This design comes from an exercise in tuning for small area, a short achievable clock period and few clock cycles on the open sky130 flow, not from production work.
Where RTL was checked, it was by simulation tests only, not by an equivalence proof against the original.
Power figures rest on the tool's default switching activity, not on a simulated workload.

## voxel_file_stream_parser
module voxel_file_stream_parser (
  input  logic               clk,
  input  logic               rst,
  input  logic               data_valid,
  output logic               data_stall,
  input  logic [7:0]         data_byte,
  input  logic               start_of_file,
  output logic               event_valid,
  input  logic               event_stall,
  output logic [2:0]         event_kind,
  output logic [7:0]         voxel_x,
  output logic [7:0]         voxel_y,
  output logic [7:0]         voxel_z,
  output logic [7:0]         material,
  output logic signed [31:0] size_x,
  output logic signed [31:0] size_y,
  output logic signed [31:0] size_z,
  output logic signed [31:0] file_version,
  output logic [15:0]        model_number,
  output logic               last_voxel
);
  vfsp_core u_core (
    .clk           (clk),
    .rst           (rst),
    .data_valid    (data_valid),
  ...
==> flow/config.mk <==
export PLATFORM = sky130hd
export DESIGN_NAME = voxel_file_stream_parser
export DESIGN_NICKNAME = voxel_file_stream_parser
export VERILOG_FILES = /design/flow/design.v
export SDC_FILE = /design/flow/constraint.sdc
export NUM_CORES = 4
export LEC_CHECK = 0
export ABC_CLOCK_PERIOD_IN_PS = 2200
export CAP_MARGIN = 20
export CORE_MARGIN = 2
export CORE_UTILIZATION = 40
export SETUP_SLACK_MARGIN = 2.6
export SLEW_MARGIN = 20
==> flow/constraint.sdc <==
create_clock -name core_clock -period 5.0 [get_ports {clk}]
set_input_delay 1.0000 -clock core_clock [delete_from_list [all_inputs] [get_ports {clk}]]
set_output_delay 1.0000 -clock core_clock [all_outputs]
set_load 0.01 [all_outputs]
standard.sh (not shown) runs the stock make flow with config.mk's settings and CLKGATE_MAP_FILE= SYNTH_SCRIPT=/design/flow/synth_recipe.tcl, a recipe that flattens the netlist after the stock synthesis.
==> flow/flow/run.sh <==
#!/bin/bash
# Standard ORFS layout, with the port buffers made from the smallest buffer cell.
set -euo pipefail
export BUFFER_PORTS_ARGS="-buffer_cell sky130_fd_sc_hd__buf_1"
bash standard.sh finish > standard_make.log 2>&1
The starting point completed with no timing, DRC or antenna violations.
Rerun with:
--- a/flow/design.v
+++ b/flow/design.v
@@ -267,15 +267,15 @@
   end
   assign dsrc = mact ? ml[7:0] : rc[7:0];
   assign bin  = mact ? (mstep == 2'd0 || bw) : (p0 || bw);
   assign dec8 = dsrc - {7'd0, bin};
   assign dbus = (mact || dec_c) ? dec8 : b;
   always_ff @(posedge clk) begin
-    if (sh_a) ra <= {b, ra[31:8]};
-    if (sh_b) rb <= {b, rb[31:8]};
-    if (sh_c || dec_c) rc <= {dbus, rc[31:8]};
+    ra <= {32{!rst}} & (({32{sh_a}} & {b, ra[31:8]}) | ({32{!sh_a}} & ra));
+    rb <= {32{!rst}} & (({32{sh_b}} & {b, rb[31:8]}) | ({32{!sh_b}} & rb));
+    rc <= {32{!rst}} & (({32{sh_c || dec_c}} & {dbus, rc[31:8]}) | ({32{!(sh_c || dec_c)}} & rc));
     if (sh_m || mact) ml <= {dbus, ml[31:8]};
     if (mact || dec_c) bw <= bin && (dsrc == 8'd0);
     if (dec_c && p0) vlast <= (rc[30:0] == 31'd1);
     if (tk) begin
       flag <= n_flag;
       if (phase[3:2] == 2'b10 && p0) ck_s <= (bu == 8'h53);
Outcome: Die area rises by 3.2%; setup slack improved by 46 ps; synthesized cell count rose by 38%; first-iteration DRC count goes up by 61%; routed wire length grows by 13%; power went down by 6.3%; register-to-register slack barely changes.
Function was not checked in any run of this note: the RTL went through the layout flow alone.

---

voxel_file_stream_parser, a different RTL version from the one above (not shown whole).
For scale: about 800 cells after synthesis, roughly 180 flip-flops, ~200 I/O pins, about 0.0089 mm^2 of cells after synthesis.
clock: 5.0 ns
lec_check: 0
abc_clock_period_in_ps: 2200
cap_margin: 20
core_margin: 2
core_utilization: 40
setup_slack_margin: 2.6
slew_margin: 20
Scripts as last shown in full above: flow/flow/run.sh
The first run completed without violations.
==> next run, changes <==
--- a/flow/design.v
+++ b/flow/design.v
@@ -313,47 +313,46 @@
         if (mc_clr_p || tks) mc <= 16'd0;
         else if (mc_inc_p) mc <= mc + 16'd1;
       end
       mc_clr_p <= (mc_clr_p || tks) && !free;
       mc_inc_p <= (tk && n_finish) || (mc_inc_p && !free && !mc_clr_p && !tks);
     end
   end
   logic ev_load, ev_load_bad, ev_valid_next, bad_p_next;
   assign ev_load_bad = bad_p && free;
   assign ev_load     = !bad_p && emit && !(emit_magic && !free);
   assign bad_p_next  = !rst && (bad_p ? !free : (emit && emit_magic && !free));
   assign ev_valid_next = !rst && (ev_load_bad || ev_load || (event_valid && event_stall));
-  logic ld_dim, ld_va, ld_vb, ld_h, ld_o;
-  assign ld_dim = tk && phase == PH_DIMS && p11;
-  assign ld_va  = tk && phase == PH_VOXELS && p3 && !wsel;
-  assign ld_vb  = tk && phase == PH_VOXELS && p3 && wsel;
-  assign ld_h   = tk && phase == PH_VERSION && p3;
-  assign ld_o   = ev_load_bad || (ev_load && emit_magic);
-  always_ff @(posedge clk) begin
-    sel_va <= !rst && (ld_va  || (sel_va && !ev_take));
-    sel_vb <= !rst && (ld_vb  || (sel_vb && !ev_take));
-    sel_h  <= !rst && (ld_h   || (sel_h  && !ev_take));
-    sel_o  <= !rst && (ld_o   || (sel_o  && !ev_take));
-    sel_dx <= !rst && (ld_dim || (sel_dx && !ev_take));
-    sel_dy <= !rst && (ld_dim || (sel_dy && event_stall));
-    sel_dz <= !rst && (ld_dim || (sel_dz && event_valid && event_stall));
-  end
   always_ff @(posedge clk) begin
     event_valid <= ev_valid_next;
     bad_p       <= bad_p_next;
     if (ev_load_bad || ev_load) begin
-      kind <= ev_load_bad ? vfsp_pkg::EV_BAD_HEADER : emit_kind;
-      last <= !ev_load_bad && emit_kind == vfsp_pkg::EV_VOXEL && vlast;
+      kind   <= ev_load_bad ? vfsp_pkg::EV_BAD_HEADER : emit_kind;
+      last   <= !ev_load_bad && emit_kind == vfsp_pkg::EV_VOXEL && vlast;
+      sel_va <= !ev_load_bad && emit_kind == vfsp_pkg::EV_VOXEL && !wsel;
+      sel_vb <= !ev_load_bad && emit_kind == vfsp_pkg::EV_VOXEL && wsel;
+      sel_dx <= !ev_load_bad && emit_kind == vfsp_pkg::EV_DIMENSIONS;
+      sel_h  <= !ev_load_bad && !emit_magic &&
+                (emit_kind == vfsp_pkg::EV_HEADER_OK || emit_kind == vfsp_pkg::EV_BAD_HEADER);
+      sel_o  <= ev_load_bad || emit_magic;
     end
   end
+  always_ff @(posedge clk) begin
+    if (rst) sel_dy <= 1'b0;
+    else if (ev_load_bad || ev_load) sel_dy <= !ev_load_bad && emit_kind == vfsp_pkg::EV_DIMENSIONS;
+  end
+  always_ff @(posedge clk) begin
+    if (ev_load_bad || ev_load) sel_dz <= !ev_load_bad && emit_kind == vfsp_pkg::EV_DIMENSIONS;
+    else if (ev_take) sel_dz <= 1'b0;
+  end
   logic kd, k123, r_now, r_tk, risk_keep;
   assign kd   = !kind[2];
   assign k123 = !kind[2] && kind[1:0] != 2'd0;
   always_comb begin
     r_now = 1'b0;
     r_tk  = 1'b0;
     case (phase)
       PH_MAGIC: r_tk = (pos == 4'd3) && kd;
       PH_VERSION: begin
         r_now = p3 || kd;
         r_tk  = (pos == 4'd2) || ((pos != 4'd3) && kd);
       end
What happened: Setup slack degrades by 0.11 ns; non-clock buffer count falls by 4; global-route usage rises by 0.53 points; sequential power rises by about 6%; via count rises by 0.35%; synthesized cell count falls by 0.88%; die area barely changes; final cell count stays flat; count of clock-buffer cells in the layout is unchanged; hold slack improves by 0.017 ns; design area stays flat; power rises by 18%; clock power barely changes; utilization is about the same.
Testbench counts after the change, summed over its fixed seeds: cycles 16,095.
For the first run of this note, only the layout was checked, not whether the RTL still works.

---

## main
Another version of the RTL of voxel_file_stream_parser (not shown whole).
For scale: roughly 780 cells after synthesis, about 0.0083 mm2 of cells after synthesis.
Design voxel_file_stream_parser, start of the top module:
module voxel_file_stream_parser (
  input  logic               clk,
  input  logic               rst,
  input  logic               data_valid,
  output logic               data_stall,
  input  logic [7:0]         data_byte,
  input  logic               start_of_file,
  output logic               event_valid,
  input  logic               event_stall,
  output logic [2:0]         event_kind,
  output logic [7:0]         voxel_x,
  output logic [7:0]         voxel_y,
  output logic [7:0]         voxel_z,
  output logic [7:0]         material,
  output logic signed [31:0] size_x,
  output logic signed [31:0] size_y,
  output logic signed [31:0] size_z,
  output logic signed [31:0] file_version,
  output logic [15:0]        model_number,
  output logic               last_voxel
);
  vfsp_core u_core (
    .clk           (clk),
    .rst           (rst),
    .data_valid    (data_valid),
    .data_stall    (data_stall),
    .data_byte     (data_byte),
    .start_of_file (start_of_file),
  ...
==> flow/config.mk <==
export PLATFORM = sky130hd
export DESIGN_NAME = voxel_file_stream_parser
export DESIGN_NICKNAME = voxel_file_stream_parser
export VERILOG_FILES = /design/flow/design.v
export SDC_FILE = /design/flow/constraint.sdc
export NUM_CORES = 4
export LEC_CHECK = 0
export ABC_CLOCK_PERIOD_IN_PS = 2200
export CAP_MARGIN = 20
export CORE_MARGIN = 2
export CORE_UTILIZATION = 40
export CTS_BUF_LIST = sky130_fd_sc_hd__clkbuf_4 sky130_fd_sc_hd__clkbuf_8
export SETUP_SLACK_MARGIN = 2.6
export SLEW_MARGIN = 20
==> flow/constraint.sdc <==
create_clock -name core_clock -period 5.0 [get_ports {clk}]
set_input_delay 1.0000 -clock core_clock [delete_from_list [all_inputs] [get_ports {clk}]]
set_output_delay 1.0000 -clock core_clock [all_outputs]
set_load 0.01 [all_outputs]
==> flow/flow/run.sh <==
#!/bin/bash
# Standard ORFS layout (the standard.sh), with two changes: the port
# buffers are the smallest buffer cell, and clock tree synthesis adds no
# dummy loads at the clock tree leaves.
set -euo pipefail
export BUFFER_PORTS_ARGS="-buffer_cell sky130_fd_sc_hd__buf_1"
export CTS_ARGS="-sink_clustering_enable -repair_clock_nets -dont_use_dummy_load -buf_list {sky130_fd_sc_hd__clkbuf_4 sky130_fd_sc_hd__clkbuf_8}"
bash standard.sh finish > standard_make.log 2>&1
Here is what was changed in the inputs of the feature branch compared with main.
--- a/flow/design.v
+++ b/flow/design.v
@@ -318,19 +318,21 @@
   logic ld_dim, ld_va, ld_vb, ld_h, ld_o;
   assign ld_dim = tk && phase == PH_DIMS && p11;
   assign ld_va  = tk && phase == PH_VOXELS && p3 && !wsel;
   assign ld_vb  = tk && phase == PH_VOXELS && p3 && wsel;
   assign ld_h   = tk && phase == PH_VERSION && p3;
   assign ld_o   = ev_load_bad;
-  logic nsel_va, nsel_vb, nsel_dx, nsel_h, nsel_o;
+  logic nsel_va, nsel_vb, nsel_dx, nsel_dy, nsel_dz, nsel_h, nsel_o;
   always_ff @(posedge clk) begin
     nsel_va <= rst || (!ld_va  && (nsel_va || ev_take));
     nsel_vb <= rst || (!ld_vb  && (nsel_vb || ev_take));
     nsel_h  <= rst || (!ld_h   && (nsel_h  || ev_take));
     nsel_o  <= rst || (!ld_o   && (nsel_o  || ev_take));
     nsel_dx <= rst || (!ld_dim && (nsel_dx || ev_take));
+    nsel_dy <= rst || (!ld_dim && (nsel_dy || !event_stall));
+    nsel_dz <= rst || (!ld_dim && (nsel_dz || !event_valid || !event_stall));
   end
   always_ff @(posedge clk) begin
     event_valid <= ev_valid_next;
     bad_p       <= bad_p_next;
     if (ev_load_bad || ev_load) begin
       kind <= ev_load_bad ? vfsp_pkg::EV_BAD_HEADER : n_kind;
@@ -380,14 +382,14 @@
   always_ff @(posedge clk) begin
     stall_q <= !rst && event_valid && event_stall && risk_keep;
   end
   assign event_kind   = kind;
   assign {material, voxel_z, voxel_y, voxel_x} = ~((ra | {32{nsel_va}}) & (rb | {32{nsel_vb}}));
   assign size_x       = ~(ra | {32{nsel_dx}});
-  assign size_y       = ~(rb | {32{nsel_dx}});
-  assign size_z       = ~(rc | {32{nsel_dx}});
+  assign size_y       = ~(rb | {32{nsel_dy}});
+  assign size_z       = ~(rc | {32{nsel_dz}});
   assign file_version = ~((ra | {32{nsel_h}}) & {32{nsel_o}});
   assign model_number = mc;
   assign last_voxel   = last;
 endmodule
 module voxel_file_stream_parser (
   input  logic               clk,
Findings:
- On fraction of synthesized cell area in xor and xnor cells, the lower figure sits with main, not the feature branch.
- Worst hold slack: the feature branch vs main down 0.027 ns
- Relative to main, sequential share of layout area increased by 1.6 points in the feature branch.
- Multi-input gate area in the final layout in the feature branch is 160 um2 below main.
- Maximum fanout along the worst path, main and the feature branch: larger value in main
- Side by side, area growth from synthesis to layout turned out lower in the feature branch than in main.
- Post-synthesis cell count delta for the feature branch relative to main: 16 lower
- Global-route usage in the feature branch is 0.63 points below main.
- Setup slack in the feature branch is smaller than in main.
- Between main and the feature branch, final cell count decreased.
- Cell area | the feature branch vs main | the feature branch smaller
Testbench counts of the feature branch, summed over its fixed seeds: cycles 16,095.
Function not checked in main: the RTL went through the layout flow alone.

---

Another version of the RTL of voxel_file_stream_parser (not shown whole).
For scale: ~780 cells after synthesis, about 200 I/O pins.
==> flow/config.mk <==
export PLATFORM = sky130hd
export DESIGN_NAME = voxel_file_stream_parser
export DESIGN_NICKNAME = voxel_file_stream_parser
export VERILOG_FILES = /design/flow/design.v
export SDC_FILE = /design/flow/constraint.sdc
export NUM_CORES = 4
export LEC_CHECK = 0
export ABC_CLOCK_PERIOD_IN_PS = 2200
export CAP_MARGIN = 20
export CORE_MARGIN = 2
export CORE_UTILIZATION = 40
export CTS_BUF_LIST = sky130_fd_sc_hd__clkbuf_4 sky130_fd_sc_hd__clkbuf_8
export SETUP_SLACK_MARGIN = 2.6
export SLEW_MARGIN = 20
==> flow/constraint.sdc <==
create_clock -name core_clock -period 5.0 [get_ports {clk}]
set_input_delay 1.0000 -clock core_clock [delete_from_list [all_inputs] [get_ports {clk}]]
set_output_delay 1.0000 -clock core_clock [all_outputs]
set_load 0.01 [all_outputs]
Scripts as last shown in full above: flow/flow/run.sh
The baseline finished with timing, DRC and antenna clean.
Next try:
--- a/flow/design.v
+++ b/flow/design.v
@@ -309,17 +309,17 @@
         else if (mc_inc_p) mc <= mc + 16'd1;
       end
       mc_clr_p <= (mc_clr_p || tks) && !free;
       mc_inc_p <= (tk && n_finish) || (mc_inc_p && !free && !mc_clr_p && !tks);
     end
   end
   logic ev_load, ev_load_bad, ev_valid_next, bad_p_next;
   assign ev_load_bad = bad_p && free;
-  assign ev_load     = tk && n_emit && phase != PH_MAGIC;
+  assign ev_load     = emit && !emit_magic;
   assign bad_p_next  = !rst && (bad_p ? !free : (emit && emit_magic));
   assign ev_valid_next = !rst && (ev_load_bad || ev_load || (event_valid && event_stall));
   logic ld_dim, ld_va, ld_vb, ld_h, ld_o;
   assign ld_dim = tk && phase == PH_DIMS && p11;
   assign ld_va  = tk && phase == PH_VOXELS && p3 && !wsel;
   assign ld_vb  = tk && phase == PH_VOXELS && p3 && wsel;
   assign ld_h   = tk && phase == PH_VERSION && p3;
   assign ld_o   = ev_load_bad;
@@ -332,18 +332,18 @@
     nsel_dx <= rst || (!ld_dim && (nsel_dx || ev_take));
     nsel_dy <= rst || (!ld_dim && (nsel_dy || !event_stall));
     nsel_dz <= rst || (!ld_dim && (nsel_dz || !event_valid || !event_stall));
   end
   always_ff @(posedge clk) begin
     event_valid <= ev_valid_next;
     bad_p       <= bad_p_next;
     if (ev_load_bad || ev_load) begin
-      kind <= ev_load_bad ? vfsp_pkg::EV_BAD_HEADER : n_kind;
-      last <= !ev_load_bad && phase == PH_VOXELS && vlast;
+      kind <= ev_load_bad ? vfsp_pkg::EV_BAD_HEADER : emit_kind;
+      last <= !ev_load_bad && emit_kind == vfsp_pkg::EV_VOXEL && vlast;
     end
   end
   logic kd, k123, r_now, r_tk, risk_keep;
   assign kd   = !kind[2];
   assign k123 = !kind[2] && kind[1:0] != 2'd0;
   always_comb begin
     r_now = 1'b0;
     r_tk  = 1'b0;
Non-clock buffer count goes up by 7.
Routed wire length is higher by 3.1%.
Die area is lower by 1.1%.
Combinational power increases by 8.3%.
Via count came out higher by 2.6%.
Function was not checked in any run of this note: the RTL went through the layout flow alone.

==> port drivers added, routing unchanged <==
How much do the figures lean on ideal ports? The routed layouts below were timed once more, with nothing changed but the port constraints. Step 1 (the two cells are an assumption about what drives the block):
set clk [get_ports {clk}]
set_driving_cell -lib_cell sky130_fd_sc_hd__clkbuf_16 $clk
set_driving_cell -lib_cell sky130_fd_sc_hd__buf_2 [delete_from_list [all_inputs] $clk]
Step 2, shift: input delay + t, output delay - t, t = (earliest + latest rising clock arrival at the registers) / 2. This alone moves slack from input paths to output paths. a / b / c = no drivers / after step 1 / after step 2; a / b = the first two.
run | t (ns) | setup slack, ns | hold slack, ns | latest minus earliest clock arrival (ns) | slew at the worst register clock pin (ns)
the first run of note 1 | 0.469 | 2.497 / 2.521 / 2.052 | 0.423 / 0.423 / 0.423 | 0.016 / 0.016 | 0.08 / 0.08
the second run of note 1 | 0.482 | 2.543 / 2.510 / 2.122 | 0.434 / 0.434 / 0.434 | 0.009 / 0.009 | 0.07 / 0.07
the first run of note 2 | 0.476 | 2.640 / 2.614 / 2.178 | 0.430 / 0.430 / 0.430 | 0.013 / 0.012 | 0.08 / 0.08
the second run of note 2 | 0.477 | 2.528 / 2.483 / 2.188 | 0.447 / 0.447 / 0.447 | 0.015 / 0.015 | 0.08 / 0.08
main | 0.476 | 2.608 / 2.568 / 2.185 | 0.458 / 0.458 / 0.458 | 0.038 / 0.038 | 0.09 / 0.09
the feature branch | 0.485 | 2.593 / 2.552 / 2.237 | 0.431 / 0.431 / 0.431 | 0.031 / 0.031 | 0.10 / 0.10
the first run of note 4 | 0.476 | 2.613 / 2.571 / 2.212 | 0.438 / 0.438 / 0.438 | 0.037 / 0.037 | 0.10 / 0.10
the second run of note 4 | 0.474 | 2.505 / 2.514 / 2.040 | 0.449 / 0.449 / 0.449 | 0.037 / 0.037 | 0.10 / 0.10
After both steps every run listed still meets setup and hold. The setup slack of the second run of note 4, which loses most, moves by +0.009 ns with the drivers and by -0.465 ns with both steps.
